This design comes from an exercise in tuning for small area and a short achievable clock period on the open sky130 flow, not from production work. Only simulation tests tie the RTL to the original design; equivalence was not proved. No activity file was given, so power comes from the tool's default toggle rates.

**flow/run.sh**
```bash
#!/bin/bash
# Own layout flow: the standard steps (standard.sh), except that
#  - synthesis leaves out Yosys's full-adder extraction (ADDER_MAP_FILE
#    empty) and maps with flow/abc_area.script, a delay-targeted ABC
#    mapping with area recovery, in place of ORFS's ABC script
#    (flow/synth.tcl swaps the script; the registers are unchanged);
#  - ports are buffered with buf_4 cells and timing repair aims for a
#    larger setup margin.
# Each step's full output goes to its own log file here.
set -euo pipefail
export MY_ABC_SCRIPT=$PWD/flow/abc_area.script
bash standard.sh ADDER_MAP_FILE= SYNTH_SCRIPT=$PWD/flow/synth.tcl synth > synth.log 2>&1
bash standard.sh SETUP_SLACK_MARGIN=10 "BUFFER_PORTS_ARGS=-buffer_cell sky130_fd_sc_hd__buf_4" finish > layout.log 2>&1
```
**flow/abc_area.script**
```
strash
dch
map -D 2000
topo
stime
```
**flow/synth.tcl**
```tcl
# The standard flow's synthesis script with ABC's mapping script replaced by the one
# named in MY_ABC_SCRIPT; everything else, registers included, is as in
# the standard synthesis.
proc synth {args} { yosys synth -nofsm -noshare {*}$args }
proc my_abc_args {name1 name2 op} {
  set i [lsearch -exact $::abc_args -script]
  if {$i >= 0 && [lindex $::abc_args [expr {$i + 1}]] ne $::env(MY_ABC_SCRIPT)} {
    set ::abc_args [lreplace $::abc_args [expr {$i + 1}] [expr {$i + 1}] $::env(MY_ABC_SCRIPT)]
  }
}
trace add variable ::abc_args write my_abc_args
source $::env(SCRIPTS_DIR)/synth.tcl
# left out here: clear keep_hierarchy, flatten, clean up, hide names made inside functions, write 1_2_yosys.v
```
**standard.sh**
```bash
#!/bin/bash
# synth_recipe.tcl (not shown) runs the flow's synth.tcl, then flattens the netlist and writes it again
# the make line also repeats each setting of config.mk as NAME=value (left out here)
make -C /OpenROAD-flow-scripts/flow DESIGN_CONFIG=/design/flow/config.mk WORK_HOME=/design/flow/orfs CLKGATE_MAP_FILE= SYNTH_SCRIPT=/design/flow/synth_recipe.tcl "${@:-finish}"
```
**config.mk**
```make
export PLATFORM = sky130hd
export DESIGN_NAME = ternary_matmul_top
export DESIGN_NICKNAME = ternary_matmul_top
export VERILOG_FILES = /design/flow/design.v
export SDC_FILE = /design/flow/constraint.sdc
export NUM_CORES = 4
export LEC_CHECK = 0
export CAP_MARGIN = 20
export CORE_MARGIN = 2
export CORE_UTILIZATION = 40
export CTS_CLUSTER_DIAMETER = 100
export CTS_CLUSTER_SIZE = 30
export SLEW_MARGIN = 20
```
**constraint.sdc**
```tcl
create_clock -name core_clock -period 14.0 [get_ports {clk}]
set_input_delay 2.8000 -clock core_clock [delete_from_list [all_inputs] [get_ports {clk}]]
set_output_delay 2.8000 -clock core_clock [all_outputs]
set_load 0.01 [all_outputs]
```
**design.v**
```verilog
package ternary_pkg;
    localparam int compute_slices = 2;
    localparam int lanes_per_byte = 5;
    localparam int array_rows = lanes_per_byte * compute_slices;
    localparam int acc_count = array_rows * compute_slices;
    localparam int acc_width = 16;
    localparam int byte_width = 8;
    localparam int result_shift = 8;
    typedef logic [acc_width-1:0] acc_t;
    typedef logic [byte_width-1:0] byte_t;
endpackage
`timescale 1ns/1ps
module weight_unpacker(packed_weights, pos, neg);
  input [7:0] packed_weights;
  wire [7:0] packed_weights;
  output [4:0] pos;
  wire [4:0] pos;
  output [4:0] neg;
  wire [4:0] neg;
  wire _000_;
  wire _001_;
  wire _002_;
  wire _003_;
  wire _004_;
  wire _005_;
  wire _006_;
  wire _007_;
  wire _008_;
  wire _009_;
  wire _010_;
  wire _011_;
  wire _012_;
  wire _013_;
  wire _014_;
  wire _015_;
  wire _016_;
  wire _017_;
  wire _018_;
  wire _019_;
  wire _020_;
  wire _021_;
  wire _022_;
  wire _023_;
  wire _024_;
  wire _025_;
  wire _026_;
  wire _027_;
  wire _028_;
  wire _029_;
  wire _030_;
  wire _031_;
  wire _032_;
  wire _033_;
  wire _034_;
  wire _035_;
  wire _036_;
  wire _037_;
  wire _038_;
  wire _039_;
  wire _040_;
  wire _041_;
  wire _042_;
  wire _043_;
  wire _044_;
  wire _045_;
  wire _046_;
  wire _047_;
  wire _048_;
  wire _049_;
  wire _050_;
  wire _051_;
  wire _052_;
  wire _053_;
  wire _054_;
  wire _055_;
  wire _056_;
  wire _057_;
  wire _058_;
  wire _059_;
  wire _060_;
  wire _061_;
  wire _062_;
  wire _063_;
  wire _064_;
  wire _065_;
  wire _066_;
  wire _067_;
  wire _068_;
  wire _069_;
  wire _070_;
  wire _071_;
  wire _072_;
  wire _073_;
  wire _074_;
  wire _075_;
  wire _076_;
  wire _077_;
  wire _078_;
  wire _079_;
  wire _080_;
  wire _081_;
  wire _082_;
  wire _083_;
  wire _084_;
  wire _085_;
  wire _086_;
  wire _087_;
  wire _088_;
  wire _089_;
  wire _090_;
  wire _091_;
  wire _092_;
  wire _093_;
  wire _094_;
  wire _095_;
  wire _096_;
  wire _097_;
  wire _098_;
  wire _099_;
  wire _100_;
  wire _101_;
  wire _102_;
  wire _103_;
  wire _104_;
  wire _105_;
  wire _106_;
  wire _107_;
  wire _108_;
  wire _109_;
  wire _110_;
  wire _111_;
  wire _112_;
  wire _113_;
  wire _114_;
  wire _115_;
  wire _116_;
  wire _117_;
  wire _118_;
  wire _119_;
  wire _120_;
  wire _121_;
  wire _122_;
  wire _123_;
  wire _124_;
  wire _125_;
  wire _126_;
  wire _127_;
  wire _128_;
  wire _129_;
  wire _130_;
  wire _131_;
  wire _132_;
  wire _133_;
  wire _134_;
  wire _135_;
  wire _136_;
  wire _137_;
  wire _138_;
  assign _058_ = ~packed_weights[6];
  assign _059_ = packed_weights[7] & ~(packed_weights[5]);
  assign _060_ = packed_weights[5] & ~(packed_weights[7]);
  assign _061_ = ~packed_weights[3];
  assign _062_ = packed_weights[1] & ~(packed_weights[4]);
  assign _063_ = ~(_062_ & packed_weights[5]);
  assign _064_ = ~(packed_weights[5] | packed_weights[2]);
  assign _065_ = packed_weights[4] & ~(packed_weights[1]);
  assign _066_ = _065_ & ~(packed_weights[0]);
  assign _067_ = _066_ & _064_;
  assign _068_ = _063_ & ~(_067_);
  assign _069_ = _061_ & ~(_068_);
  assign _070_ = packed_weights[5] & packed_weights[2];
  assign _071_ = _061_ & ~(_070_);
  assign _072_ = _070_ & ~(_061_);
  assign _073_ = ~(_072_ | _071_);
  assign _074_ = ~(packed_weights[1] & packed_weights[0]);
  assign _075_ = packed_weights[5] | ~(packed_weights[2]);
  assign _076_ = ~(_075_ | _074_);
  assign _077_ = _076_ | packed_weights[4];
  assign _078_ = _077_ | _073_;
  assign _079_ = packed_weights[4] & ~(_072_);
  assign _080_ = _079_ | _066_;
  assign _081_ = _078_ & ~(_080_);
  assign _082_ = _081_ | _069_;
  assign _083_ = ~packed_weights[4];
  assign _084_ = packed_weights[5] & ~(_074_);
  assign _085_ = _071_ & ~(_084_);
  assign _086_ = _083_ & ~(_085_);
  assign _087_ = ~packed_weights[1];
  assign _088_ = _087_ ? _064_ : _070_;
  assign _089_ = packed_weights[4] & ~(_070_);
  assign _090_ = _089_ | _066_;
  assign _091_ = packed_weights[3] ? _088_ : _090_;
  assign _092_ = _091_ | _086_;
  assign _093_ = packed_weights[3] & ~(packed_weights[0]);
  assign _094_ = packed_weights[0] & ~(packed_weights[3]);
  assign _095_ = _094_ & ~(_065_);
  assign _096_ = _062_ ? _093_ : _095_;
  assign _097_ = packed_weights[1] | ~(packed_weights[4]);
  assign _098_ = ~(_094_ | _093_);
  assign _099_ = _098_ & ~(_097_);
  assign _100_ = _099_ | _096_;
  assign _101_ = _100_ | _075_;
  assign _102_ = ~(_095_ | _062_);
  assign _103_ = _098_ | _066_;
  assign _104_ = _102_ & ~(_103_);
  assign _105_ = _062_ & ~(_093_);
  assign _106_ = _105_ & ~(_094_);
  assign _107_ = _106_ | _104_;
  assign _108_ = _101_ & ~(_107_);
  assign _109_ = _070_ | _064_;
  assign _110_ = _109_ & _100_;
  assign _111_ = _110_ | ~(_108_);
  assign _112_ = packed_weights[5] & ~(packed_weights[2]);
  assign _113_ = _107_ & ~(_112_);
  assign _114_ = _111_ & ~(_113_);
  assign _115_ = _070_ & ~(packed_weights[1]);
  assign _116_ = _063_ & ~(_115_);
  assign _117_ = _116_ | _061_;
  assign _118_ = ~packed_weights[7];
  assign _119_ = _076_ | _118_;
  assign _120_ = _119_ | _085_;
  assign _121_ = _117_ & ~(_120_);
  assign _122_ = _121_ & _114_;
  assign _123_ = _092_ & ~(_122_);
  assign _124_ = _100_ & ~(packed_weights[2]);
  assign _125_ = _124_ | _109_;
  assign _126_ = _125_ ? _107_ : _108_;
  assign _127_ = _118_ & ~(_126_);
  assign _128_ = _109_ | ~(_102_);
  assign _129_ = _112_ | _102_;
  assign _130_ = _101_ & ~(_129_);
  assign _131_ = _128_ & ~(_130_);
  assign _132_ = _118_ & ~(_131_);
  assign _133_ = _132_ | _127_;
  assign _134_ = ~(_133_ ^ _123_);
  assign _135_ = _134_ & ~(_082_);
  assign _136_ = _135_ | packed_weights[6];
  assign _137_ = _121_ | _058_;
  assign _138_ = _092_ & ~(_137_);
  assign _000_ = _118_ & ~(_082_);
  assign _001_ = _138_ & ~(_000_);
  assign _002_ = packed_weights[4] & ~(_001_);
  assign _003_ = _136_ & ~(_002_);
  assign _004_ = _060_ | ~(_003_);
  assign _005_ = _004_ & ~(_059_);
  assign pos[0] = _005_ ^ _058_;
  assign _006_ = ~(packed_weights[5] & packed_weights[4]);
  assign _007_ = _006_ | ~(pos[0]);
  assign _008_ = packed_weights[7] & ~(_007_);
  assign _009_ = _103_ | _096_;
  assign _010_ = ~_109_;
  assign _011_ = _097_ ? _010_ : _125_;
  assign _012_ = _009_ & ~(_011_);
  assign _013_ = ~_127_;
  assign _014_ = _114_ & ~(_058_);
  assign _015_ = _014_ | _013_;
  assign _016_ = _058_ & ~(_126_);
  assign _017_ = packed_weights[7] & ~(_016_);
  assign _018_ = _015_ & ~(_017_);
  assign _019_ = _114_ | packed_weights[6];
  assign _020_ = _019_ & ~(_014_);
  assign _021_ = _018_ & ~(_020_);
  assign _022_ = _013_ & ~(_021_);
  assign _023_ = ~(_022_ | _131_);
  assign _024_ = _023_ | _012_;
  assign _025_ = _024_ | _008_;
  assign _026_ = _022_ & _131_;
  assign _027_ = _026_ | _025_;
  assign neg[3] = ~_027_;
  assign _028_ = _135_ & ~(packed_weights[6]);
  assign neg[2] = _028_ | _001_;
  assign _029_ = _027_ | ~(_135_);
  assign _030_ = ~(packed_weights[3] | packed_weights[2]);
  assign _031_ = _083_ & ~(_030_);
  assign _032_ = _059_ & ~(_031_);
  assign _033_ = _032_ | _058_;
  assign _034_ = _123_ & ~(_136_);
  assign _035_ = _033_ & ~(_034_);
  assign _036_ = _082_ & ~(_019_);
  assign _037_ = _036_ & ~(_133_);
  assign _038_ = _037_ | _138_;
  assign _039_ = _038_ | _035_;
  assign pos[2] = _029_ & ~(_039_);
  assign _040_ = _060_ | _083_;
  assign _041_ = _040_ | _136_;
  assign _042_ = _041_ | pos[2];
  assign _043_ = packed_weights[4] & ~(_135_);
  assign _044_ = _060_ & ~(packed_weights[6]);
  assign _045_ = _044_ & ~(_043_);
  assign _046_ = ~_072_;
  assign _047_ = packed_weights[7] ? packed_weights[5] : _046_;
  assign _048_ = _003_ & ~(_047_);
  assign _049_ = _048_ | _045_;
  assign _050_ = _042_ & ~(_049_);
  assign _051_ = _005_ & ~(_044_);
  assign neg[1] = _050_ & ~(_051_);
  assign neg[0] = packed_weights[7] & ~(pos[0]);
  assign _052_ = _005_ | _058_;
  assign _053_ = packed_weights[7] & ~(_052_);
  assign _054_ = ~(_053_ | _016_);
  assign _055_ = _054_ | _114_;
  assign pos[4] = _055_ & ~(_018_);
  assign _056_ = _012_ & ~(_022_);
  assign pos[3] = _025_ & ~(_056_);
  assign pos[1] = ~(_050_ & _007_);
  assign _057_ = _053_ & _126_;
  assign neg[4] = _057_ | _021_;
endmodule
`timescale 1ns/1ps
module input_stager (
    input  logic       clk,
    input  logic       reset,
    input  logic       compute,
    input  logic [7:0] weights_in,
    input  logic [7:0] activations_in,
    output logic [9:0] row_pos,
    output logic [9:0] row_neg,
    output logic [7:0] act
);
    logic       slice;
    logic       slice_next;
    logic [7:0] fill_w0, fill_w1, fill_a0, held;
    logic [4:0] pos0, neg0, pos1, neg1;
    assign slice_next = !reset && compute && !slice;
    always_ff @(posedge clk) begin
        slice <= slice_next;
    end
    always_ff @(posedge clk) begin
        if (reset) begin
            fill_w0 <= 8'hff;
            fill_w1 <= 8'hff;
            fill_a0 <= 8'h00;
        end else if (slice) begin
            fill_w1 <= weights_in;
        end else begin
            fill_w0 <= weights_in;
            fill_a0 <= activations_in;
        end
    end
    always_ff @(posedge clk) begin
        if (slice) begin
            held <= reset ? 8'h00 : activations_in;
        end else if (slice_next) begin
            held <= fill_a0;
        end else if (reset) begin
            held <= 8'h00;
        end
    end
    always_ff @(posedge clk) begin
        if (slice || slice_next) begin
            act <= held;
        end else begin
            act <= fill_a0;
        end
    end
    weight_unpacker u_dec0 (.packed_weights(fill_w0), .pos(pos0), .neg(neg0));
    weight_unpacker u_dec1 (.packed_weights(fill_w1), .pos(pos1), .neg(neg1));
    always_ff @(posedge clk) begin
        if (!slice) begin
            row_pos <= {pos1, pos0};
            row_neg <= {neg1, neg0};
        end
    end
endmodule
`timescale 1ns/1ps
module mac_array (
    input  logic                   clk,
    input  logic                   clr_head,
    input  logic [9:0]             row_pos,
    input  logic [9:0]             row_neg,
    input  logic [7:0]             act,
    output ternary_pkg::acc_t [ternary_pkg::acc_count-1:0] acc_q
);
    for (genvar r = 0; r < ternary_pkg::array_rows; r++) begin : g_row
        logic [15:0] h, sum;
        logic [7:0]  t;
        logic [8:0]  c;
        logic [8:0]  ones, zeros;
        logic        inc, dec;
        assign h = clr_head ? 16'h0000 : acc_q[2*r];
        assign t    = ({8{row_pos[r]}} & act) | ({8{row_neg[r]}} & ~act);
        assign c[0] = row_neg[r];
        for (genvar i = 0; i < 8; i++) begin : g_lo
            assign sum[i]  = h[i] ^ t[i] ^ c[i];
            assign c[i+1]  = (h[i] & t[i]) | (c[i] & (h[i] ^ t[i]));
        end
        assign inc = c[8] & !t[7];
        assign dec = !c[8] & t[7];
        assign ones[0]  = 1'b1;
        assign zeros[0] = 1'b1;
        for (genvar i = 0; i < 8; i++) begin : g_hi
            assign ones[i+1]  = ones[i] & h[8+i];
            assign zeros[i+1] = zeros[i] & !h[8+i];
            assign sum[8+i]   = h[8+i] ^ ((inc & ones[i]) | (dec & zeros[i]));
        end
        always_ff @(posedge clk) begin
            acc_q[2*r]   <= acc_q[2*r+1];
            acc_q[2*r+1] <= sum;
        end
    end
endmodule
`timescale 1ns/1ps
module readout_queue (
    input  logic       clk,
    input  logic       reset,
    input  logic       compute,
    input  logic       clr,
    input  logic       clr_prev,
    input  logic       cap,
    input  logic       zero,
    input  ternary_pkg::acc_t [ternary_pkg::acc_count-1:0] acc_q,
    output logic [7:0] result_out
);
    localparam int N = ternary_pkg::acc_count;
    ternary_pkg::byte_t q [1:N-1];
    ternary_pkg::byte_t e [1:N-1];
    for (genvar n = 1; n < N; n++) begin : g_e
        if (n % 2 == 0) begin : g_head
            assign e[n] = cap ? (clr_prev ? 8'h00 : acc_q[n][15:8]) : q[n];
        end else begin : g_tail
            assign e[n] = cap ? acc_q[n][15:8] : q[n];
        end
    end
    always_ff @(posedge clk) begin
        for (int n = 1; n < N - 1; n++) begin
            q[n] <= e[n+1];
        end
        q[N-1] <= e[N-1];
    end
    always_ff @(posedge clk) begin
        if (reset) begin
            result_out <= '0;
        end else if (!compute) begin
            result_out <= clr ? 8'h00 : acc_q[1][15:8];
        end else begin
            result_out <= zero ? 8'h00 : e[1];
        end
    end
endmodule
`timescale 1ns/1ps
module ternary_matmul_top (
    input  logic       clk,
    input  logic       reset,
    input  logic [7:0] weights_in,
    input  logic [7:0] activations_in,
    input  logic       compute,
    output logic [7:0] result_out
);
    logic [9:0] row_pos, row_neg;
    logic [7:0] act;
    logic clr, clr_prev, clr_head, cap, zero;
    ternary_pkg::acc_t [ternary_pkg::acc_count-1:0] acc_q;
    always_ff @(posedge clk) begin
        clr      <= reset || !compute;
        clr_prev <= clr;
        clr_head <= reset || !compute || clr;
        cap      <= !reset && !compute;
        zero     <= reset || (zero && compute);
    end
    input_stager u_input_stager (
        .clk            (clk),
        .reset          (reset),
        .compute        (compute),
        .weights_in     (weights_in),
        .activations_in (activations_in),
        .row_pos         (row_pos),
        .row_neg        (row_neg),
        .act            (act)
    );
    mac_array u_mac_array (
        .clk      (clk),
        .clr_head (clr_head),
        .row_pos   (row_pos),
        .row_neg  (row_neg),
        .act      (act),
        .acc_q    (acc_q)
    );
    readout_queue u_readout_queue (
        .clk        (clk),
        .reset      (reset),
        .compute    (compute),
        .clr        (clr),
        .clr_prev   (clr_prev),
        .cap        (cap),
        .zero       (zero),
        .acc_q      (acc_q),
        .result_out (result_out)
    );
endmodule
```
==> results of run 1 <==
kinds of logic after synthesis:
family	after synthesis	share of synthesized area, %
AOI/OAI and AO/OA	371	10.3
xor gates and xnor gates	234	10.1
buffers and inverters	213	3.93
DFF	538	54.7
and+or+nand+nor	1061	21.0
what timing repair did:
action | in CTS | in global routing
gates cloned | 0 | 1
hold endpoints to repair | 0 | 0
resized for setup | 2 | 10
hold buffers | 0 | 0
endpoints found under the setup margin | 18 | 77
buffers inserted | 0 | 1
through the flow:
stage | util (%) | worst slack, ns | total power [uW] | hold slack, ns
4_1_cts | 44.1 | 10.02 | 3730 | 0.334
5_1_grt | 44.2 | 10.01 | 3940 | 0.342
3_3_place_gp | 42.8 | 9.58 | 2910 | 0.311
3_5_place_dp | 42.8 | 9.47 | 2930 | 0.312
6_report | 44.2 | 10.17 | 3700 | 0.327
2_1_floorplan | - | 10.04 | 2740 | 0.310
layout make-up:
cell class | count | area, sq um | area share (%)
Clock buffer | 32 | 609 | 2.75
Clock inverter | 2 | 60.1 | 0.271
Inverter | 213 | 830 | 3.74
Multi-Input combinational cell | 1666 | 8450 | 38.1
Sequential cell | 538 | 11100 | 50.2
Tap cell | 672 | 841 | 3.79
Timing Repair Buffer | 33 | 255 | 1.15
Timing Repair inverter | 1 | 11.3 | 0.0507
worst paths after layout:
check                                              end  slack, ns
worst max-delay path                     result_out[0]      10.17
worst min-delay path            u_mac_array.acc_q[227]       0.33
worst min register to register  u_mac_array.acc_q[227]       0.33
worst max register to register  u_mac_array.acc_q[191]      10.40
sequential cells by signal, summed over array words and instances (netlist names), 8 cells and up:
register,count
u_input_stager.act,8
u_input_stager.fill_a0,8
u_input_stager.fill_w0,8
u_input_stager.fill_w1,8
u_input_stager.held,8
u_input_stager.row_neg,10
u_input_stager.row_pos,10
u_mac_array.acc_q,320
u_readout_queue.q,144
u_readout_queue.result_out,8
report_power, final:
group / total (uW) / switching (uW) / internal, uW
Sequential: 2230 / 211 / 2020
Clock: 791 / 461 / 329
Combinational: 678 / 418 / 260
Total: 3700 / 1090 / 2600
metal layers:
layer / share of wire [%] / wire (microns) / vias up
li1: - / - / 7955
met1: 51 / 20900 / 7099
met2: 45 / 18600 / 173
met3: 2.7 / 1110 / 38
met4: 1.5 / 632 / 0
met5: 0 / 0 / -
cells in the final DEF (no fill, tap or decap), types with 3 or more instances in the layout:
cell type,n
a21oi_1,52
edfxtp_1,36
o21ai_0,231
o21bai_1,6
clkinv_1,210
xor2_1,144
a31oi_1,5
o22ai_1,10
o311ai_0,4
nor3_2,3
a32oi_1,6
nor2_1,149
a21boi_0,9
dfxtp_1,498
o32ai_1,4
xnor2_1,90
and3_2,4
buf_4,32
clkbuf_1,9
nand2_1,715
nand4_1,17
a22oi_1,13
nor3_1,26
nand3b_1,4
dfxtp_2,3
nand3_1,135
o211ai_1,15
clkbuf_16,23
==> impl_metrics.yaml, run 1 <==
setup_path:
  worstReg2RegStart: "clr_head"
  setup.worst_path.start: "u_readout_queue.result_out[0]"
  crit_family: "flip-flops"
  cp.arrival_ns: 1.03
  cp.required_ns: 11.20
  path_cells: "buf_4"
  ff2ff_path_depth: 21
  start_kind: "flop"
  crit_path_end_kind: "output pin"
  cp.buffers_inverters: 1
  cp.depth: 1
  cpMaxStageDelayCell: "dfxtp_1"
  path_max_fanout: 1
  crit_type: "reg2out"
  max_stage_delay_ns: 0.35
synthesis:
  synthesis.nets: 2436
  synth.area.top_cells: "dfxtp_1 49%, nand2_1 13%, xor2_1 6.2%"
  synth_top_cell_by_area: "dfxtp_1"
  synthDominantCellAreaShare_pct: 49.4
  synth_common_cells: "715 x nand2_1, 502 x dfxtp_1, 233 x o21ai_0"
  synthArstFlopShare_pct: 0
  synth.cell_area_sq_mm: 0.0203
  avgSynthCellArea_sq_um: 8.42
  ys_warn_count: 6
  ys_types: 34
  ys_seq_area_share_pct: 54.7
  synth_most_common_cell: "nand2_1"
  ys.flop_type: "dfxtp_1"
  synth_edf_count: 36
  ys_seq_elements: 538
  syn_inst: 2417
clock_tree:
  cts_tree: "yes"
  numClockSinks: 538
  cts.path.max_buffers: 3
  cts_buffers: 22
  htree_levels: 1
  path_clk_slew_ns: 0.11
  clockRootBuffer: "clkbuf_16"
  insertion_delay_ns: 0.58
global_route:
  grt_max_degree: 160
  grt_busiest_layer: "met2"
  use_met2_pct: 25.6
  grt_use_total_pct: 15.4
  grt_overflow: 0
  grt_use_met1_pct: 21.7
  grt_pass1_wl_microns: 69100
  grt_pass1_vias: 14213
  grt_util_met3_pct: 1.68
  antenna_found_initial: 0
drt:
  routedWlPerCell_microns: 13.1
  drt_iter0_markers: 909
  antenna_left: 0
  viasPerCell: 4.84
  num_vias: 15265
  drc: 0
  drt_pass1_iterations: 5
  postRouteWirelength_microns: 41200
sta:
  hold_violations: 0
  drv_slew: 0
  fin_skew_ns: 0.0427
  min_period_ns: 3.83
  fin_setup_tns_ns: 0
  grt_setup_unrepaired: "no"
  maxSlewHeadroom_pct: 35.1
  finalCritPeriodShare_pct: 27.4
  fmax_mhz: 261
  tightestPinTransition_ns: 0.974
  setup_viol: 0
pwr:
  ir_drop_uv: 91.8
  leakage_uw: 0.00926
  p_per_area_mw_per_mm2: 167
flow_run:
  maxCapViolations: 0
floorplanning:
  initial_core_util_pct: 40.6
  die_h_microns: 230
  ios: 27
  core_area_sq_mm: 0.0502
  dieArea_sq_mm: 0.0527
  num_rows: 82
  die_w_microns: 230
run_status:
  status: "timing/DRC/antenna clean"
min_path:
  hold_class: "reg2reg"
  hp-start: "u_mac_array.acc_q[243]"
  hold_depth: 0
placement:
  gp_congestion: 0.831
  io_buffers: 26
  hpwl_microns: 26800
  placed_cells: 3121
  place_area_sq_mm: 0.0215
final_layout:
  final_area_sq_mm: 0.0222
  antenna_cells: 0
  drive_gt1_share_pct: 3.26
  area_delta_synth_final_pct: 9.04
  fin_cells: 3157
  final_nets: 2494
  fill_cells: 4884
==> run 2: changes to the inputs <==
--- a/design.v
+++ b/design.v
@@ -414,3 +414,3 @@
     localparam int N = ternary_pkg::acc_count;
-    ternary_pkg::byte_t q [1:N-1];
+    ternary_pkg::byte_t q [1:N-2];
     ternary_pkg::byte_t e [1:N-1];
@@ -419,4 +419,6 @@
             assign e[n] = cap ? (clr_prev ? 8'h00 : acc_q[n][15:8]) : q[n];
-        end else begin : g_tail
+        end else if (n < N - 1) begin : g_tail
             assign e[n] = cap ? acc_q[n][15:8] : q[n];
+        end else begin : g_last
+            assign e[n] = cap ? acc_q[n][15:8] : q[n-1];
         end
@@ -427,3 +429,2 @@
         end
-        q[N-1] <= e[N-1];
     end
==> run 2 against run 1 <==
Still clean. Sequential share of layout area is the same. Setup slack is the same. Final cell count is the same. Via count is the same. Clock power is essentially flat. Die area is the same. First-iteration DRC count is the same. Critical path depth is the same. Area after synthesis is the same. Worst hold slack is the same. Routed wire length is the same. Largest cell class unchanged. Largest power group unchanged. Highest routed layer unchanged.
==> impl_metrics.yaml, run 2 <==
clock_tree:
  cts_buffers: 22
  cts.path.max_buffers: 3
  clockRootBuffer: "clkbuf_16"
  insertion_delay_ns: 0.58
  htree_levels: 1
  cts_tree: "yes"
  numClockSinks: 538
  path_clk_slew_ns: 0.11
min_path:
  hp-start: "u_mac_array.acc_q[243]"
  whs_endpoint: "u_mac_array.acc_q[227]"
  hold_depth: 0
  hold_class: "reg2reg"
drt:
  viasPerCell: 4.84
  antenna_left: 0
  drc: 0
  routedWlPerCell_microns: 13.1
  top_layer_used: "met4"
  wl_met1_microns: 20900
  met2RoutedLength_microns: 18600
  drt_pass1_iterations: 5
  postRouteWirelength_microns: 41200
  dr_wl_met3_microns: 1110
  drt_iter0_markers: 909
  num_vias: 15265
sta:
  tightestPinTransition_ns: 0.974
  whs_ns: 0.327
  min_period_ns: 3.83
  setup_viol: 0
  fin_skew_ns: 0.0427
  grt_setup_unrepaired: "no"
  finalCritPeriodShare_pct: 27.4
  hold_violations: 0
  fin_setup_tns_ns: 0
  fmax_mhz: 261
  maxSlewHeadroom_pct: 35.1
  drv_slew: 0
global_route:
  grt_pass1_vias: 14213
  grt_overflow: 0
  antenna_found_initial: 0
  grt_max_degree: 160
  grt_use_total_pct: 15.4
  grt_pass1_wl_microns: 69100
setup_path:
  crit_type: "reg2out"
  crit_family: "flip-flops"
  cp.required_ns: 11.20
  max_stage_delay_ns: 0.35
  worstReg2RegStart: "clr_head"
  cp.arrival_ns: 1.03
  cpMaxStageDelayCell: "dfxtp_1"
  path_max_fanout: 1
  cp.buffers_inverters: 1
  path_cells: "buf_4"
  start_kind: "flop"
  crit_path_end_kind: "output pin"
  ff2ff_path_depth: 21
  rr_endpoint: "u_mac_array.acc_q[191]"
  r2r_setup_slack_ns: 10.40
final_layout:
  layout_commonest_cell: "nand2_1"
  reg.largest.list: "u_mac_array.acc_q (320), u_readout_queue.q (144)"
  largest_register_ffs: 320
  regMostFlops: "u_mac_array.acc_q"
  fin_util_pct: 44.2
  final_nets: 2494
  antenna_cells: 0
  area_delta_synth_final_pct: 9.04
  drive_gt1_share_pct: 3.26
  layout.cells.most_common_list: "715 x nand2_1, 498 x dfxtp_1, 231 x o21ai_0, 210 x clkinv_1, 149 x nor2_1"
placement:
  hpwl_microns: 26800
  io_buffers: 26
  gp_congestion: 0.831
floorplanning:
  num_rows: 82
  core_area_sq_mm: 0.0502
  ios: 27
  die_w_microns: 230
  initial_core_util_pct: 40.6
  die_h_microns: 230
  dieArea_sq_mm: 0.0527
synthesis:
  avgSynthCellArea_sq_um: 8.42
  synthArstFlopShare_pct: 0
  ys_types: 34
  synth_top_family_by_area: "simple AND/OR/NAND/NOR gates"
  synth_compound_area_share_pct: 10.3
  ys_seq_area_share_pct: 54.7
  yosys.area_share.adder_pct: 0
  synth_most_common_cell: "nand2_1"
  synth_edf_count: 36
  ys_seq_elements: 538
  synth.area.top_cells: "dfxtp_1 49%, nand2_1 13%, xor2_1 6.2%"
  synth_common_cells: "715 x nand2_1, 502 x dfxtp_1, 233 x o21ai_0"
  syn_inst: 2417
  ys_warn_count: 6
  synthesis.nets: 2436
  ys.flop_type: "dfxtp_1"
  synthSimpleGateAreaFrac_pct: 21.0
  synth_xor_area_share_pct: 10.1
  synth.cell_area_sq_mm: 0.0203
  synth_top_cell_by_area: "dfxtp_1"
  synthDominantCellAreaShare_pct: 49.4
  muxShareOfSynthArea_pct: 0
flow_run:
  maxCapViolations: 0
pwr:
  p_per_area_mw_per_mm2: 167
  leakage_uw: 0.00926
  ir_drop_uv: 91.8
run_status:
  status: "timing/DRC/antenna clean"
run 2: layout make-up:
cell class | count | area [sq um]
fillers | 4884 | 28000
flip-flops and latches | 538 | 11100
repair buffers | 33 | 255
inverters | 213 | 830
repair inverters | 1 | 11.3
multi-input cells | 1666 | 8450
clock inverters | 2 | 60.1
clock buffers | 32 | 609
well taps | 672 | 841
run 2: where the power goes:
group	internal, uW	total, uW	switching [uW]
clock network	329	791	461
registers	2020	2230	211
logic	260	678	418
total	2600	3700	1090
run 2: kinds of logic (layout without fill, tap and decap cells):
| family | after synthesis | after routing |
|---|---|---|
| DFF | 538 | 538 |
| buffers and inverters | 213 | 281 |
| AOI/OAI and AO/OA | 371 | 371 |
| and+or+nand+nor | 1061 | 1061 |
| xor gates and xnor gates | 234 | 234 |
run 2: metal layers:
| metal | vias up | global-route usage, % |
|---|---|---|
| met5 | - | 0 |
| met4 | 0 | 2.74 |
| met3 | 38 | 1.68 |
| met2 | 173 | 25.6 |
| met1 | 7099 | 21.7 |
| li1 | 7955 | - |
run 2: worst max path at each step:
stage | start | end | cells after the start
after floorplan | reset | u_input_stager.act[0] | 3
after global placement | reset | u_readout_queue.result_out[6] | 6
after detailed placement | reset | u_readout_queue.result_out[5] | 6
after CTS | clr_head | u_mac_array.acc_q[223] | 20
after global routing | u_input_stager.fill_w1[1] | u_input_stager.row_neg[6] | 20
final | u_readout_queue.result_out[0] | result_out[0] | 1
run 2: what timing repair did:
action	CTS	global route
cloned	0	1
setup buffers	0	1
hold buffers	0	0
setup endpoints to repair	18	77
resized for setup	2	10
run 2: through the flow:
stage	power, uW	std cells	setup slack, ns	instance area (sq um)
finish	3700	3157	10.17	22200
global route	3940	3157	10.01	22200
CTS	3730	3155	10.02	22100
detailed placement	2930	3121	9.47	21500
global placement	2910	3121	9.58	21500
floorplan	2740	2417	10.04	20400
==> run 3: changes to the inputs <==
==> flow/abc_area.script (replaced) <==
strash
dc2
dch
map -D 2000
topo
stime
==> run 3 against run 2 <==
Die area decreased by 0.82%. Maximum frequency increased by 0.36%. Global-route usage increased by 0.093 points. Clock skew decreased by 0.028 ns. First-iteration DRC count decreased by 1.3%. Worst hold slack improved by 0.0043 ns.
==> impl_metrics.yaml, run 3 <==
run_status:
  status: "timing/DRC/antenna clean"
synthesis:
  ys_warn_count: 6
  ys_seq_area_share_pct: 55.2
  synth.area.top_cells: "dfxtp_1 50%, nand2_1 13%, xor2_1 6.4%"
  ys.flop_type: "dfxtp_1"
  synthesis.nets: 2416
  synth_top_cell_by_area: "dfxtp_1"
  ys_seq_elements: 538
  avgSynthCellArea_sq_um: 8.42
  synth_common_cells: "673 x nand2_1, 502 x dfxtp_1, 243 x o21ai_0"
  synthDominantCellAreaShare_pct: 49.8
  ys_types: 38
  synth_edf_count: 36
  synth_most_common_cell: "nand2_1"
  syn_inst: 2397
  synth.cell_area_sq_mm: 0.0202
  synthArstFlopShare_pct: 0
clock_tree:
  cts_buffers: 21
  insertion_delay_ns: 0.57
  numClockSinks: 538
  htree_levels: 1
  path_clk_slew_ns: 0.11
  clockRootBuffer: "clkbuf_16"
  cts.path.max_buffers: 3
  cts_tree: "yes"
  cts_hold_buf: 0
setup_path:
  cp.required_ns: 11.20
  crit_family: "flip-flops"
  ff2ff_path_depth: 20
  cpMaxStageDelayCell: "dfxtp_1"
  max_stage_delay_ns: 0.35
  crit_path_end_kind: "output pin"
  worstReg2RegStart: "u_input_stager.row_neg[9]"
  path_cells: "buf_4"
  cp.buffers_inverters: 1
  rr_endpoint: "u_mac_array.acc_q[319]"
  cp.arrival_ns: 1.02
  r2r_setup_slack_ns: 10.33
  start_kind: "flop"
  path_max_fanout: 1
  setup.worst_path.start: "u_readout_queue.result_out[0]"
  crit_type: "reg2out"
global_route:
  antenna_found_initial: 0
  grt_pass1_wl_microns: 69200
  grt_use_total_pct: 15.5
  grt_max_degree: 146
  grt_overflow: 0
  grt_pass1_vias: 14301
drt:
  num_vias: 15150
  routedWlPerCell_microns: 13.1
  top_layer_used: "met4"
  met2RoutedLength_microns: 19100
  postRouteWirelength_microns: 41100
  drt_iter0_markers: 897
  dr_wl_met3_microns: 1070
  antenna_left: 0
  wl_met1_microns: 20200
  viasPerCell: 4.84
  drt_pass1_iterations: 5
  drc: 0
sta:
  grt_setup_unrepaired: "yes"
  finalCritPeriodShare_pct: 27.3
  maxSlewHeadroom_pct: 37.0
  setup_viol: 0
  hold_violations: 0
  fmax_mhz: 262
  tightestPinTransition_ns: 0.944
  drv_slew: 0
  fin_setup_tns_ns: 0
  fin_skew_ns: 0.0152
  min_period_ns: 3.82
final_layout:
  regArea_sq_mm: 0.0111
  final_area_sq_mm: 0.0221
  drive_gt1_share_pct: 4.79
  regMostFlops: "u_mac_array.acc_q"
  final_nets: 2474
  layout.cells.most_common_list: "673 x nand2_1, 496 x dfxtp_1, 239 x o21ai_0, 217 x clkinv_1, 147 x xor2_1"
  multi_input_area_sq_mm: 0.00839
  layout_commonest_cell: "nand2_1"
  fin_util_pct: 44.2
  area_delta_synth_final_pct: 9.49
  reg.largest.list: "u_mac_array.acc_q (320), u_readout_queue.q (144)"
  largest_register_ffs: 320
  fill_cells: 4936
  antenna_cells: 0
floorplanning:
  ios: 27
  initial_core_util_pct: 40.4
  num_rows: 82
  die_w_microns: 229
  dieArea_sq_mm: 0.0523
  die_h_microns: 229
  core_area_sq_mm: 0.0500
placement:
  place_area_sq_mm: 0.0213
  hpwl_microns: 26800
  gp_congestion: 0.845
  io_buffers: 26
pwr:
  p_per_area_mw_per_mm2: 163
  leakage_uw: 0.00898
  ir_drop_uv: 77.9
min_path:
  hp-start: "u_mac_array.acc_q[240]"
  hold_depth: 0
  hold_class: "reg2reg"
  whs_endpoint: "u_mac_array.acc_q[224]"
flow_run:
  maxCapViolations: 0
[run 3: timing repair]
action                                  CTS  global route
resized for setup                         8            36
buffers inserted                          0             1
gates cloned                              0             1
endpoints found under the setup margin   37            48
[run 3: worst max-delay path by stage]
| stage | to | slack [ns] | depth (start not counted) |
|---|---|---|---|
| CTS | u_mac_array.acc_q[63] | 9.94 | 20 |
| detailed placement | u_readout_queue.result_out[5] | 9.28 | 6 |
| floorplan | u_readout_queue.result_out[0] | 10.09 | 5 |
| finish | result_out[0] | 10.18 | 1 |
| global route | u_mac_array.acc_q[287] | 9.91 | 20 |
| global placement | u_readout_queue.result_out[0] | 9.41 | 6 |
[run 3: cell type report]
type | instances | share of cell area (%)
Inverter | 223 | 3.92
Clock inverter | 1 | 0.0396
Tap cell | 672 | 3.81
Timing Repair inverter | 1 | 0.0510
Timing Repair Buffer | 34 | 1.25
Sequential cell | 538 | 50.4
Clock buffer | 28 | 2.54
Multi-Input combinational cell | 1636 | 38.0
[run 3: where the power goes]
part	switching, uW	internal [uW]	total [uW]
registers	205	2000	2210
logic	414	252	666
clock network	451	286	738
total	1070	2540	3610
[run 3: cell families after synthesis]
logic type / count (synthesis) / share of synthesized area (%)
xor gates and xnor gates: 200 / 8.68
and+or+nand+nor: 1049 / 21.5
AOI/OAI and AO/OA: 383 / 10.3
DFF: 538 / 55.2
muxes: 4 / 0.198
buffers and inverters: 223 / 4.15
[run 3: layer usage]
metal | GRT usage (%) | vias to the layer above
met3 | 1.63 | 35
li1 | - | 7960
met2 | 26.6 | 173
met1 | 21.1 | 6982
met4 | 3.25 | 0
met5 | 0 | -
[run 3: stage by stage]
step	power, uW	hold slack (ns)	worst slack, ns	instances
CTS	3640	0.336	9.94	3131
finish	3610	0.331	10.18	3133
global route	3850	0.344	9.91	3133
global placement	2860	0.311	9.41	3102
detailed placement	2900	0.312	9.28	3102
floorplan	2700	0.310	10.09	2397
==> run 4: changes to the inputs <==
==> flow/abc_area.script (replaced) <==
strash
dch
map -D 2000
topo
stime
--- a/config.mk
+++ b/config.mk
@@ -11,3 +11,3 @@
 export CTS_CLUSTER_DIAMETER = 100
-export CTS_CLUSTER_SIZE = 30
+export CTS_CLUSTER_SIZE = 20
 export SLEW_MARGIN = 20
==> run 4 against run 3 <==
Clock-buffer cell count up 15. Still clean on timing, DRC and antenna. Critical path depth did not move. Critical path type unchanged. Sequential share of layout area fell by 0.63 points. Total power up 4.9%. Worst hold slack lost 0.034 ns. Global-route usage is 0.075 points higher. Setup slack worse by 0.057 ns. First-iteration DRC count is 9.4% lower. Combinational power rose by 2%. Clock power increased by about 20%. Clock skew increased by 0.021 ns.
==> impl_metrics.yaml, run 4 <==
sta:
  hold_violations: 0
  finalCritPeriodShare_pct: 27.7
  tightestPinTransition_ns: 0.964
  fin_skew_ns: 0.0359
  drv_slew: 0
  min_period_ns: 3.88
  setup_viol: 0
  grt_setup_unrepaired: "no"
  fin_setup_tns_ns: 0
  fmax_mhz: 258
  maxSlewHeadroom_pct: 35.7
global_route:
  grt_use_total_pct: 15.6
  antenna_found_initial: 0
  grt_pass1_wl_microns: 69600
  grt_use_met1_pct: 21.9
  grt_busiest_layer: "met2"
  grt_overflow: 0
  use_met2_pct: 25.5
  grt_util_met3_pct: 1.82
  grt_pass1_vias: 14335
  grt_max_degree: 160
pwr:
  p_per_area_mw_per_mm2: 169
  p_clk_share_pct: 23.3
  p_total_uw: 3790
  power.net_switching_uw: 1110
  swShare_pct: 29.3
  leakage_uw: 0.00934
  seqPwrFrac_pct: 58.8
  ir_drop_uv: 100
  p_int_uw: 2680
  comb_power_share_pct: 17.9
placement:
  gp_congestion: 0.831
  hpwl_microns: 26800
  io_buffers: 26
setup_path:
  max_stage_delay_ns: 0.34
  path_max_fanout: 1
  r2r_setup_slack_ns: 10.43
  cpMaxStageDelayCell: "dfxtp_1"
  crit_family: "flip-flops"
  cp.required_ns: 11.20
  crit_type: "reg2out"
  cp.depth: 1
  crit_path_end_kind: "output pin"
  rr_endpoint: "u_input_stager.row_neg[1]"
  worstReg2RegStart: "u_input_stager.fill_w0[1]"
  setup.worst_path.start: "u_readout_queue.result_out[0]"
  ff2ff_path_depth: 20
  cp.arrival_ns: 1.08
  crit_end: "result_out[0]"
  path_cells: "buf_4"
  start_kind: "flop"
  cp.buffers_inverters: 1
drt:
  drt_pass1_iterations: 5
  drc: 0
  routedWlPerCell_microns: 13.1
  viasPerCell: 4.85
  antenna_left: 0
  postRouteWirelength_microns: 41400
  num_vias: 15363
  drt_iter0_markers: 813
synthesis:
  avgSynthCellArea_sq_um: 8.42
  synth_top_cell_by_area: "dfxtp_1"
  synth.area.top_cells: "dfxtp_1 49%, nand2_1 13%, xor2_1 6.2%"
  synth_most_common_cell: "nand2_1"
  synth_common_cells: "715 x nand2_1, 502 x dfxtp_1, 233 x o21ai_0"
  ys.flop_type: "dfxtp_1"
  synthDominantCellAreaShare_pct: 49.4
  synth.cell_area_sq_mm: 0.0203
  synthArstFlopShare_pct: 0
  ys_types: 34
  synth_edf_count: 36
  ys_warn_count: 6
  synthesis.nets: 2436
  ys_seq_elements: 538
  syn_inst: 2417
  ys_seq_area_share_pct: 54.7
floorplanning:
  core_area_sq_mm: 0.0502
  dieArea_sq_mm: 0.0527
  num_rows: 82
  die_h_microns: 230
  die_w_microns: 230
  initial_core_util_pct: 40.6
  ios: 27
clock_tree:
  cts_hold_buf: 0
  numClockSinks: 538
  cts.path.max_buffers: 3
  insertion_delay_ns: 0.62
  cts_buffers: 30
  path_clk_slew_ns: 0.08
  cts_tree: "yes"
  htree_levels: 1
  clockRootBuffer: "clkbuf_16"
final_layout:
  regMostFlops: "u_mac_array.acc_q"
  fill_cells: 4884
  area_delta_synth_final_pct: 9.93
  reg.largest.list: "u_mac_array.acc_q (320), u_readout_queue.q (144)"
  antenna_cells: 0
  regArea_sq_mm: 0.0111
  multi_input_area_sq_mm: 0.00846
  final_nets: 2502
  drive_gt1_share_pct: 3.61
  largest_register_ffs: 320
  layout_commonest_cell: "nand2_1"
  layout.cells.most_common_list: "715 x nand2_1, 498 x dfxtp_1, 231 x o21ai_0, 210 x clkinv_1, 149 x nor2_1"
min_path:
  hold_class: "reg2reg"
flow_run:
  maxCapViolations: 0
run_status:
  status: "timing/DRC/antenna clean"
==> run 4: how the worst min path moves through the flow <==
| stage | startpoint | depth (start not counted) | end |
|---|---|---|---|
| 2_1_floorplan | u_mac_array.acc_q[16] | 0 | u_mac_array.acc_q[0] |
| 3_3_place_gp | u_mac_array.acc_q[279] | 0 | u_mac_array.acc_q[263] |
| 3_5_place_dp | u_mac_array.acc_q[177] | 0 | u_mac_array.acc_q[161] |
| 4_1_cts | u_mac_array.acc_q[148] | 0 | u_mac_array.acc_q[132] |
| 5_1_grt | u_mac_array.acc_q[148] | 0 | u_mac_array.acc_q[132] |
| 6_report | u_mac_array.acc_q[148] | 0 | u_mac_array.acc_q[132] |
==> run 4: timing repair <==
item	CTS	global route
cloned	0	1
resized for setup	2	12
buffers inserted	0	1
endpoints found under the setup margin	7	70
==> run 4: routing by layer <==
layer	vias to the layer above	share of wire, %
met5	-	0
met4	0	2.0
met3	53	3.2
met2	221	45
met1	7111	50
li1	7978	-
==> run 4: stage by stage <==
stage / cells / setup WS [ns] / util (%) / hold WS, ns / cell area [sq um]
floorplan: 2417 / 10.04 / - / 0.310 / 20400
global placement: 3121 / 9.58 / 42.8 / 0.311 / 21500
detailed placement: 3121 / 9.47 / 42.8 / 0.312 / 21500
CTS: 3165 / 10.07 / 44.5 / 0.292 / 22300
global route: 3167 / 10.02 / 44.6 / 0.307 / 22400
finish: 3167 / 10.12 / 44.6 / 0.297 / 22400
==> run 4: power by group through the flow <==
| stage | clock, uW | sequential, uW | combinational [uW] |
|---|---|---|---|
| final | 882 | 2230 | 679 |
| after global routing | 976 | 2280 | 786 |
| after CTS | 921 | 2230 | 680 |
| after detailed placement | 0 | 2260 | 672 |
| after global placement | 0 | 2250 | 659 |
| after floorplan | 0 | 2200 | 538 |
==> run 4: final cells by class <==
class / instances / area share (%)
clock inverters: 1 / 0.134
flip-flops and latches: 538 / 49.8
repair inverters: 1 / 0.0503
multi-input cells: 1666 / 37.8
clock buffers: 43 / 3.62
repair buffers: 33 / 1.14
well taps: 672 / 3.76
inverters: 213 / 3.71
==> run 4: kinds of logic (layout without fill, tap and decap cells) <==
family | count (synthesis) | count (layout) | share of synthesized area [%]
AO/OA/AOI/OAI | 371 | 371 | 10.3
XOR/XNOR | 234 | 234 | 10.1
buffers and inverters | 213 | 291 | 3.93
flip-flops | 538 | 538 | 54.7
AND/OR/NAND/NOR | 1061 | 1061 | 21.0
==> run 5: changes to the inputs <==
==> flow/abc_area.script (replaced) <==
strash
dch
map -D 1750
topo
stime
--- a/config.mk
+++ b/config.mk
@@ -11,3 +11,3 @@
 export CTS_CLUSTER_DIAMETER = 100
-export CTS_CLUSTER_SIZE = 20
+export CTS_CLUSTER_SIZE = 30
 export SLEW_MARGIN = 20
==> run 5 against run 4 <==
Sequential power about the same. Critical endpoint is now result_out[7]. Sequential share of layout area down 2.3 points. Combinational power up 11%. Flip-flop and latch count unchanged. Register-to-register slack worse by 0.03 ns. Highest routed layer unchanged. Clock-buffer cell count down 14. First-iteration DRC count up 32%. Still clean. Largest cell class unchanged.
==> impl_metrics.yaml, run 5 <==
final_layout:
  final_nets: 2794
  regMostFlops: "u_mac_array.acc_q"
  layout_commonest_cell: "nand2_1"
  area_delta_synth_final_pct: 8.94
  layout.cells.most_common_list: "833 x nand2_1, 500 x dfxtp_1, 263 x clkinv_1, 205 x o21ai_0, 191 x nand3_1"
  fin_util_pct: 43.8
  antenna_cells: 0
  drive_gt1_share_pct: 3.92
  multi_input_area_sq_mm: 0.00942
  largest_register_ffs: 320
  regArea_sq_mm: 0.0111
  reg.largest.list: "u_mac_array.acc_q (320), u_readout_queue.q (144)"
  fill_cells: 5351
setup_path:
  crit_path_end_kind: "output pin"
  crit_family: "flip-flops"
  cp.buffers_inverters: 1
  max_stage_delay_ns: 0.33
  path_cells: "buf_4"
  crit_type: "reg2out"
  cp.depth: 1
  start_kind: "flop"
  ff2ff_path_depth: 18
  cp.arrival_ns: 1.03
  path_max_fanout: 1
  cp.required_ns: 11.20
  cpMaxStageDelayCell: "dfxtp_1"
global_route:
  antenna_found_initial: 0
  grt_pass1_vias: 17039
  grt_pass1_wl_microns: 78400
  grt_max_degree: 89
  grt_use_total_pct: 16.3
  grt_overflow: 0
synthesis:
  synth.area.top_cells: "dfxtp_1 47%, nand2_1 15%, edfxtp_1 5.0%"
  synth_most_common_cell: "nand2_1"
  synth_top_cell_by_area: "dfxtp_1"
  syn_inst: 2707
  ys.flop_type: "dfxtp_1"
  ys_warn_count: 6
  ys_seq_area_share_pct: 51.7
  ys_types: 30
  synthDominantCellAreaShare_pct: 46.7
  synthArstFlopShare_pct: 0
  synth.cell_area_sq_mm: 0.0215
  avgSynthCellArea_sq_um: 7.95
  synth_common_cells: "833 x nand2_1, 502 x dfxtp_1, 267 x clkinv_1"
  synth_edf_count: 36
  ys_seq_elements: 538
  synthesis.nets: 2726
clock_tree:
  cts_tree: "yes"
  path_clk_slew_ns: 0.11
  numClockSinks: 538
  cts_buffers: 22
  insertion_delay_ns: 0.58
  cts.path.max_buffers: 3
  htree_levels: 1
  clockRootBuffer: "clkbuf_16"
drt:
  viasPerCell: 5.07
  drt_iter0_markers: 1074
  drt_pass1_iterations: 6
  num_vias: 17640
  routedWlPerCell_microns: 13.1
  drc: 0
  postRouteWirelength_microns: 45700
  antenna_left: 0
sta:
  maxSlewHeadroom_pct: 30.0
  tightestPinTransition_ns: 1.05
  drv_slew: 0
  setup_viol: 0
  finalCritPeriodShare_pct: 27.3
  grt_setup_unrepaired: "no"
  whs_ns: 0.331
  hold_violations: 0
  min_period_ns: 3.83
  fin_skew_ns: 0.0222
  fmax_mhz: 261
  fin_setup_tns_ns: 0
floorplanning:
  ios: 27
  dieArea_sq_mm: 0.0557
  die_w_microns: 236
  num_rows: 85
  initial_core_util_pct: 40.2
  core_area_sq_mm: 0.0535
  die_h_microns: 236
placement:
  gp_congestion: 0.810
  hpwl_microns: 30000
  io_buffers: 26
run_status:
  status: "timing/DRC/antenna clean"
min_path:
  hold_class: "reg2reg"
  hold_depth: 0
pwr:
  ir_drop_uv: 122
  leakage_uw: 0.00980
  p_per_area_mw_per_mm2: 160
  p_total_uw: 3750
flow_run:
  maxCapViolations: 0
[run 5: cell types whose count changed after synthesis, sizes merged, moves of 25 or more]
cell	delta
clkinv	+54
nand2	+118
nand3	+56
nand4	+128
nor2	+31
o21ai	-25
o2bb2ai	+35
xor2	-54
[run 5: layout make-up]
| class | instances | area share (%) |
|---|---|---|
| clock inverters | 4 | 0.165 |
| well taps | 696 | 3.72 |
| inverters | 267 | 4.36 |
| clock buffers | 29 | 2.55 |
| flip-flops and latches | 538 | 47.5 |
| repair buffers | 44 | 1.49 |
| multi-input cells | 1902 | 40.2 |
[run 5: path summary, 6_finish.rpt]
path	start	end	slack, ns
max reg2reg	u_input_stager.fill_w1[4]	u_input_stager.row_pos[6]	10.40
min reg2reg	u_mac_array.acc_q[245]	u_mac_array.acc_q[229]	0.33
max	u_readout_queue.result_out[7]	result_out[7]	10.17
min	u_mac_array.acc_q[245]	u_mac_array.acc_q[229]	0.33
[run 5: cell families after synthesis]
| kind of cell | share of synthesized area, % |
|---|---|
| flip-flops | 51.7 |
| XOR/XNOR | 6.51 |
| AND/OR/NAND/NOR | 27.0 |
| buffers and inverters | 4.66 |
| AO/OA/AOI/OAI | 10.1 |
[run 5: per-stage QoR]
stage	instances	instance area, sq um	setup WS [ns]
floorplan	2707	21500	10.04
global placement	3444	22700	9.52
detailed placement	3444	22700	9.48
CTS	3478	23400	10.09
global route	3480	23400	10.00
finish	3480	23400	10.17
[run 5: power by group]
group,total (uW),internal (uW),switching (uW)
Clock,779,310,469
Combinational,756,286,471
Sequential,2210,2010,203
[run 5: repair_timing]
| item | in CTS | in global routing |
|---|---|---|
| setup endpoints to repair | 60 | 71 |
| hold buffers | 0 | 0 |
| buffers inserted | 1 | 2 |
| pin swaps | 0 | 2 |
| resized for setup | 2 | 15 |
[run 5: per-layer routing]
layer,global-route usage (%),vias to the layer above,part of all wire [%]
li1,-,9125,-
met1,20.6,8167,47
met2,29.0,287,48
met3,2.07,61,3.1
met4,4.81,0,2.0
met5,0,-,0
==> run 6: changes to the inputs <==
==> flow/abc_area.script (replaced) <==
strash
dc2
dch
map -D 2250
topo
stime
==> run 6 against run 5 <==
Maximum frequency barely moved. Utilization rose by 0.74 points. Design area fell by 7.0%. Critical endpoint is now result_out[1]. Flip-flop and latch count did not move. Setup slack barely moved. Area after synthesis fell by 7.8%. Clock-buffer cell count did not move. Highest routed layer unchanged. Worst hold slack improved by 0.0016 ns. Critical path depth did not move.
==> impl_metrics.yaml, run 6 <==
clock_tree:
  cts_buffers: 21
  insertion_delay_ns: 0.57
  htree_levels: 1
  cts.path.max_buffers: 3
  clockRootBuffer: "clkbuf_16"
  cts_tree: "yes"
  cts_hold_buf: 0
  path_clk_slew_ns: 0.11
  numClockSinks: 538
placement:
  hpwl_microns: 25300
  io_buffers: 26
  gp_congestion: 0.775
  place_worst_setup_slack_ns: 9.10
  place_area_sq_mm: 0.0209
floorplanning:
  dieArea_sq_mm: 0.0514
  initial_core_util_pct: 40.5
  ios: 27
  die_h_microns: 227
  die_w_microns: 227
  num_rows: 81
  core_area_sq_mm: 0.0490
global_route:
  grt_pass1_vias: 13757
  antenna_found_initial: 0
  grt_overflow: 0
  grt_max_degree: 140
  grt_use_total_pct: 15.4
  grt_pass1_wl_microns: 66000
synthesis:
  synth_top_family_by_area: "simple AND/OR/NAND/NOR gates"
  synth_common_cells: "641 x nand2_1, 502 x dfxtp_1, 230 x o21ai_0"
  ys_seq_elements: 538
  avgSynthCellArea_sq_um: 8.56
  synth_compound_area_share_pct: 10.1
  synth.cell_area_sq_mm: 0.0198
  synth_most_common_cell: "nand2_1"
  ys.flop_type: "dfxtp_1"
  yosys.area_share.adder_pct: 0
  synthArstFlopShare_pct: 0
  synth_xor_area_share_pct: 10.2
  synth_top_cell_by_area: "dfxtp_1"
  syn_inst: 2318
  synth_edf_count: 36
  synth.area.top_cells: "dfxtp_1 51%, nand2_1 12%, xor2_1 7.7%"
  synthSimpleGateAreaFrac_pct: 19.9
  muxShareOfSynthArea_pct: 0.101
  ys_types: 35
  synthDominantCellAreaShare_pct: 50.6
  ys_seq_area_share_pct: 56.1
  synthesis.nets: 2337
  ys_warn_count: 6
setup_path:
  start_kind: "flop"
  r2r_setup_slack_ns: 10.34
  ff2ff_path_depth: 19
  worstReg2RegStart: "u_input_stager.fill_w1[4]"
  max_stage_delay_ns: 0.34
  path_cells: "buf_4"
  crit_family: "flip-flops"
  cp.arrival_ns: 1.03
  cp.buffers_inverters: 1
  crit_type: "reg2out"
  path_max_fanout: 1
  rr_endpoint: "u_input_stager.row_pos[6]"
  cp.required_ns: 11.20
  crit_path_end_kind: "output pin"
  cpMaxStageDelayCell: "dfxtp_1"
min_path:
  hold_depth: 0
  whs_endpoint: "u_mac_array.acc_q[36]"
  hold_class: "reg2reg"
  hp-start: "u_mac_array.acc_q[52]"
sta:
  tightestPinTransition_ns: 0.891
  setup_viol: 0
  finalCritPeriodShare_pct: 27.3
  fin_setup_tns_ns: 0
  min_period_ns: 3.83
  whs_ns: 0.333
  fmax_mhz: 261
  hold_violations: 0
  drv_slew: 0
  maxSlewHeadroom_pct: 40.5
  fin_skew_ns: 0.0172
  setup_slack_ns: 10.17
  grt_setup_unrepaired: "yes"
drt:
  drc: 0
  viasPerCell: 4.77
  drt_iter0_markers: 894
  num_vias: 14550
  postRouteWirelength_microns: 39400
  drt_pass1_iterations: 5
  routedWlPerCell_microns: 12.9
  antenna_left: 0
final_layout:
  layout.cells.most_common_list: "641 x nand2_1, 492 x dfxtp_1, 219 x o21ai_0, 187 x clkinv_1, 174 x xor2_1"
  area_delta_synth_final_pct: 9.89
  regMostFlops: "u_mac_array.acc_q"
  largest_register_ffs: 320
  multi_input_area_sq_mm: 0.00815
  regArea_sq_mm: 0.0111
  antenna_cells: 0
  final_area_sq_mm: 0.0218
  fill_cells: 4821
  final_nets: 2400
  layout_commonest_cell: "nand2_1"
  reg.largest.list: "u_mac_array.acc_q (320), u_readout_queue.q (144)"
  drive_gt1_share_pct: 5.70
pwr:
  p_per_area_mw_per_mm2: 165
  leakage_uw: 0.00887
  ir_drop_uv: 79.4
run_status:
  status: "timing/DRC/antenna clean"
flow_run:
  maxCapViolations: 0
-- run 6: cell types whose count changed after synthesis, moves of 12 or more --
| cell | delta |
|---|---|
| nand2_1 | -192 |
| o21ai_0 | +22 |
| o211ai_1 | -21 |
| xor2_1 | +84 |
| clkinv_1 | -73 |
| nor3_1 | +26 |
| xnor2_1 | -14 |
| o22ai_1 | +12 |
| a21oi_1 | +32 |
| nand3_1 | -95 |
| o2bb2ai_1 | -37 |
| nand4_1 | -140 |
-- run 6: stage by stage --
stage	cells	util, %	power, uW
global route	3052	44.5	3830
CTS	3045	44.1	3620
floorplan	2318	-	2690
global placement	3013	42.8	2840
finish	3052	44.5	3590
detailed placement	3013	42.8	2870
-- run 6: what timing repair did --
item,in CTS,in global routing
pin swaps,0,0
setup endpoints to repair,53,61
cloned,0,1
setup buffers,2,6
gates resized for setup,8,55
-- run 6: worst reg2reg max path, stage by stage, from the launching register on --
cell and delay [ns]:
dfxtp_2 0.44, clkinv_2 0.18, nor2_2 0.21, a21oi_1 0.10, a32oi_2 0.25, o21ai_1 0.14
mux2i_1 0.23, nand2_1 0.12, o21ai_0 0.17, or2_2 0.18, nand3_1 0.09, a22oi_1 0.22
nand2_1 0.12, nand2_1 0.10, nor2_1 0.04, nor2_1 0.20, nand3_1 0.12, and3_2 0.20
a21oi_1 0.20, o211ai_1 0.10
-- run 6: per-layer routing --
layer | global-route usage (%) | part of all wire (%) | up-vias
li1 | - | - | 7617
met1 | 21.2 | 51 | 6727
met2 | 25.8 | 45 | 164
met3 | 1.97 | 2.7 | 42
met4 | 3.27 | 1.6 | 0
met5 | 0 | 0 | -
-- run 6: final cells by class --
class                           count  share of cell area [%]
Clock inverter                      1                  0.0402
Timing Repair inverter              1                  0.0516
Sequential cell                   538                    51.1
Multi-Input combinational cell   1586                    37.4
Tap cell                          664                    3.81
Clock buffer                       29                    2.56
Timing Repair Buffer               39                    1.53
Inverter                          194                    3.52
-- run 6: power breakdown --
group	internal, uW	switching (uW)	total, uW	leakage, uW
sequential	2000	199	2200	0.00458
combinational	253	400	653	0.00402
clock	284	450	735	0.000276
total	2540	1050	3590	0.00887
-- run 6: kinds of logic after synthesis --
| logic type | count (synthesis) |
|---|---|
| AND/OR/NAND/NOR | 979 |
| flip-flops | 538 |
| AO/OA/AOI/OAI | 375 |
| XOR/XNOR | 230 |
| buffers and inverters | 194 |
| multiplexers | 2 |
-- run 6: worst max-delay path by stage --
stage	endpoint	slack, ns	start	cells after the start
final	result_out[1]	10.17	u_readout_queue.result_out[1]	1
after global routing	u_mac_array.acc_q[255]	9.87	clr_head	21
after CTS	u_mac_array.acc_q[255]	10.00	u_input_stager.act[1]	18
after detailed placement	u_readout_queue.result_out[0]	9.10	reset	6
after global placement	u_readout_queue.result_out[2]	9.26	reset	6
after floorplan	u_readout_queue.result_out[0]	10.09	reset	5
==> run 7: changes to the inputs <==
==> flow/abc_area.script (replaced) <==
strash
dch
map -D 2250
topo
stime
==> run 7 against run 6 <==
Still clean. Synthesized cell count is 1.4% higher. Routed wire length is 0.60% lower. Clock skew is 0.0025 ns lower. Combinational power is 3.5% higher. Critical path type unchanged. Largest cell class unchanged.
==> impl_metrics.yaml, run 7 <==
run_status:
  status: "timing/DRC/antenna clean"
sta:
  fin_setup_tns_ns: 0
  drv_slew: 0
  finalCritPeriodShare_pct: 27.4
  min_period_ns: 3.83
  fmax_mhz: 261
  tightestPinTransition_ns: 0.964
  grt_setup_unrepaired: "yes"
  hold_violations: 0
  maxSlewHeadroom_pct: 35.7
  fin_skew_ns: 0.0147
  setup_viol: 0
clock_tree:
  cts_setup_buffers: 0
  path_clk_slew_ns: 0.11
  cts_buffers: 21
  numClockSinks: 538
  clockRootBuffer: "clkbuf_16"
  insertion_delay_ns: 0.57
  htree_levels: 1
  cts.path.max_buffers: 3
  cts_tree: "yes"
setup_path:
  setup.worst_path.start: "u_readout_queue.result_out[1]"
  rr_endpoint: "u_input_stager.row_pos[1]"
  cp.arrival_ns: 1.03
  worstReg2RegStart: "u_input_stager.fill_w0[3]"
  path_max_fanout: 1
  r2r_setup_slack_ns: 10.31
  cp.buffers_inverters: 1
  cp.required_ns: 11.20
  start_kind: "flop"
  crit_path_end_kind: "output pin"
  cp.depth: 1
  ff2ff_path_depth: 17
  max_stage_delay_ns: 0.35
  path_cells: "buf_4"
  crit_family: "flip-flops"
  crit_end: "result_out[1]"
  crit_type: "reg2out"
  cpMaxStageDelayCell: "dfxtp_1"
flow_run:
  maxCapViolations: 0
pwr:
  ir_drop_uv: 98.3
  leakage_uw: 0.00912
  p_total_uw: 3650
  p_per_area_mw_per_mm2: 167
floorplanning:
  die_w_microns: 228
  core_area_sq_mm: 0.0492
  num_rows: 81
  ios: 27
  initial_core_util_pct: 40.7
  dieArea_sq_mm: 0.0519
  die_h_microns: 228
drt:
  antenna_left: 0
  drt_pass1_iterations: 5
  viasPerCell: 4.78
  num_vias: 14726
  drc: 0
  postRouteWirelength_microns: 39200
  routedWlPerCell_microns: 12.7
  drt_iter0_markers: 808
placement:
  io_buffers: 26
  placed_cells: 3046
  hpwl_microns: 25300
  place_area_sq_mm: 0.0211
  gp_congestion: 0.785
final_layout:
  area_delta_synth_final_pct: 9.09
  layout_commonest_cell: "nand2_1"
  layout.cells.most_common_list: "685 x nand2_1, 495 x dfxtp_1, 231 x o21ai_0, 186 x clkinv_1, 155 x nor2_1"
  largest_register_ffs: 320
  drive_gt1_share_pct: 3.77
  fin_cells: 3078
  antenna_cells: 0
  reg.largest.list: "u_mac_array.acc_q (320), u_readout_queue.q (144)"
  regMostFlops: "u_mac_array.acc_q"
  final_area_sq_mm: 0.0218
  final_nets: 2425
global_route:
  grt_pass1_wl_microns: 66800
  use_met2_pct: 24.6
  grt_busiest_layer: "met2"
  grt_util_met3_pct: 1.71
  grt_max_degree: 161
  grt_use_total_pct: 15.0
  antenna_found_initial: 0
  grt_pass1_vias: 13881
  grt_use_met1_pct: 21.2
  grt_overflow: 0
synthesis:
  synth_common_cells: "685 x nand2_1, 502 x dfxtp_1, 233 x o21ai_0"
  ys_types: 30
  ys_warn_count: 6
  synthDominantCellAreaShare_pct: 50.2
  syn_inst: 2350
  ys_seq_area_share_pct: 55.6
  synth_top_cell_by_area: "dfxtp_1"
  synth_edf_count: 36
  avgSynthCellArea_sq_um: 8.52
  synth_most_common_cell: "nand2_1"
  ys_seq_elements: 538
  synthArstFlopShare_pct: 0
  synth.area.top_cells: "dfxtp_1 50%, nand2_1 13%, xor2_1 6.7%"
  synthesis.nets: 2369
  synth.cell_area_sq_mm: 0.0200
  ys.flop_type: "dfxtp_1"
min_path:
  hold_class: "reg2reg"
run 7: cell count changes after synthesis, moves of 15 or more:
cell and change:
a21oi_1 -33, xor2_1 -21, nor2_1 -15, nand3_1 +35
nand2_1 +44, xnor2_1 +33
run 7: cell type report:
type	count	area (sq um)
fillers	4836	27300
flip-flops and latches	538	11100
multi-input cells	1623	8280
well taps	664	831
inverters	189	739
clock buffers	30	569
repair buffers	32	260
repair inverters	1	11.3
clock inverters	1	8.76
run 7: stage by stage:
step / utilization, % / setup slack [ns] / hold WS [ns]
2_1_floorplan: - / 10.04 / 0.310
3_3_place_gp: 42.9 / 9.45 / 0.311
3_5_place_dp: 43.0 / 9.30 / 0.312
4_1_cts: 44.2 / 10.06 / 0.337
5_1_grt: 44.4 / 9.93 / 0.343
6_report: 44.4 / 10.17 / 0.335
run 7: how the worst min path moves through the flow:
stage / startpoint / to / slack (ns) / depth (start not counted)
floorplan: u_mac_array.acc_q[16] / u_mac_array.acc_q[0] / 0.31 / 0
CTS: u_mac_array.acc_q[241] / u_mac_array.acc_q[225] / 0.34 / 0
detailed placement: u_mac_array.acc_q[311] / u_mac_array.acc_q[295] / 0.31 / 0
finish: u_mac_array.acc_q[272] / u_mac_array.acc_q[256] / 0.33 / 0
global route: u_mac_array.acc_q[49] / u_mac_array.acc_q[33] / 0.34 / 0
global placement: u_mac_array.acc_q[208] / u_mac_array.acc_q[192] / 0.31 / 0
run 7: cell families (layout without fill, tap and decap cells):
| group | Yosys count | after routing | synth area share, % |
|---|---|---|---|
| compound gates | 356 | 356 | 9.76 |
| xor+xnor | 242 | 242 | 10.6 |
| buf+inv | 189 | 253 | 3.54 |
| flops | 538 | 538 | 55.6 |
| simple gates | 1025 | 1025 | 20.5 |
run 7: routing by layer:
metal | vias to the layer above | part of all wire [%]
met5 | - | 0
met4 | 0 | 1.7
met3 | 36 | 3.0
met2 | 185 | 45
met1 | 6790 | 51
li1 | 7715 | -
run 7: timing repair:
item / in CTS / in global routing
gates cloned: 0 / 1
hold buffers: 0 / 0
endpoints found under the setup margin: 14 / 41
gates resized for setup: 7 / 28
run 7: report_power, final:
part | switching (uW) | internal (uW) | total [uW]
clock | 452 | 288 | 741
sequential | 211 | 2020 | 2230
combinational | 415 | 261 | 676

==> separate check: timing with driven ports <==
The results above use ideal ports. As a check the final layouts listed here were re-extracted and re-timed, cells and wires unchanged. Step 1: set_driving_cell puts a clkbuf_16 on clk and a buf_2 on each other input, an assumption about the parent block. Step 2 times the ports against the registers' clock, not the clock port: input delays grow and output delays shrink by t, the midpoint of the rising clock arrivals with the driver on. Slacks: ideal / step 1 / step 2; pairs: ideal / step 1.
| run | shift t [ns] | setup slack, ns | worst register clock-pin slew, ns |
|---|---|---|---|
| run 1 | 0.607 | 10.166 / 10.116 / 9.601 | 0.12 / 0.12 |
| run 2 | 0.607 | 10.166 / 10.116 / 9.601 | 0.12 / 0.12 |
| run 3 | 0.621 | 10.180 / 10.120 / 9.637 | 0.12 / 0.12 |
| run 4 | 0.652 | 10.123 / 10.072 / 9.630 | 0.09 / 0.09 |
| run 5 | 0.625 | 10.174 / 10.116 / 9.685 | 0.12 / 0.12 |
| run 6 | 0.621 | 10.174 / 10.113 / 9.696 | 0.11 / 0.11 |
| run 7 | 0.613 | 10.167 / 10.112 / 9.635 | 0.11 / 0.11 |
After both steps every run listed still meets setup and hold.
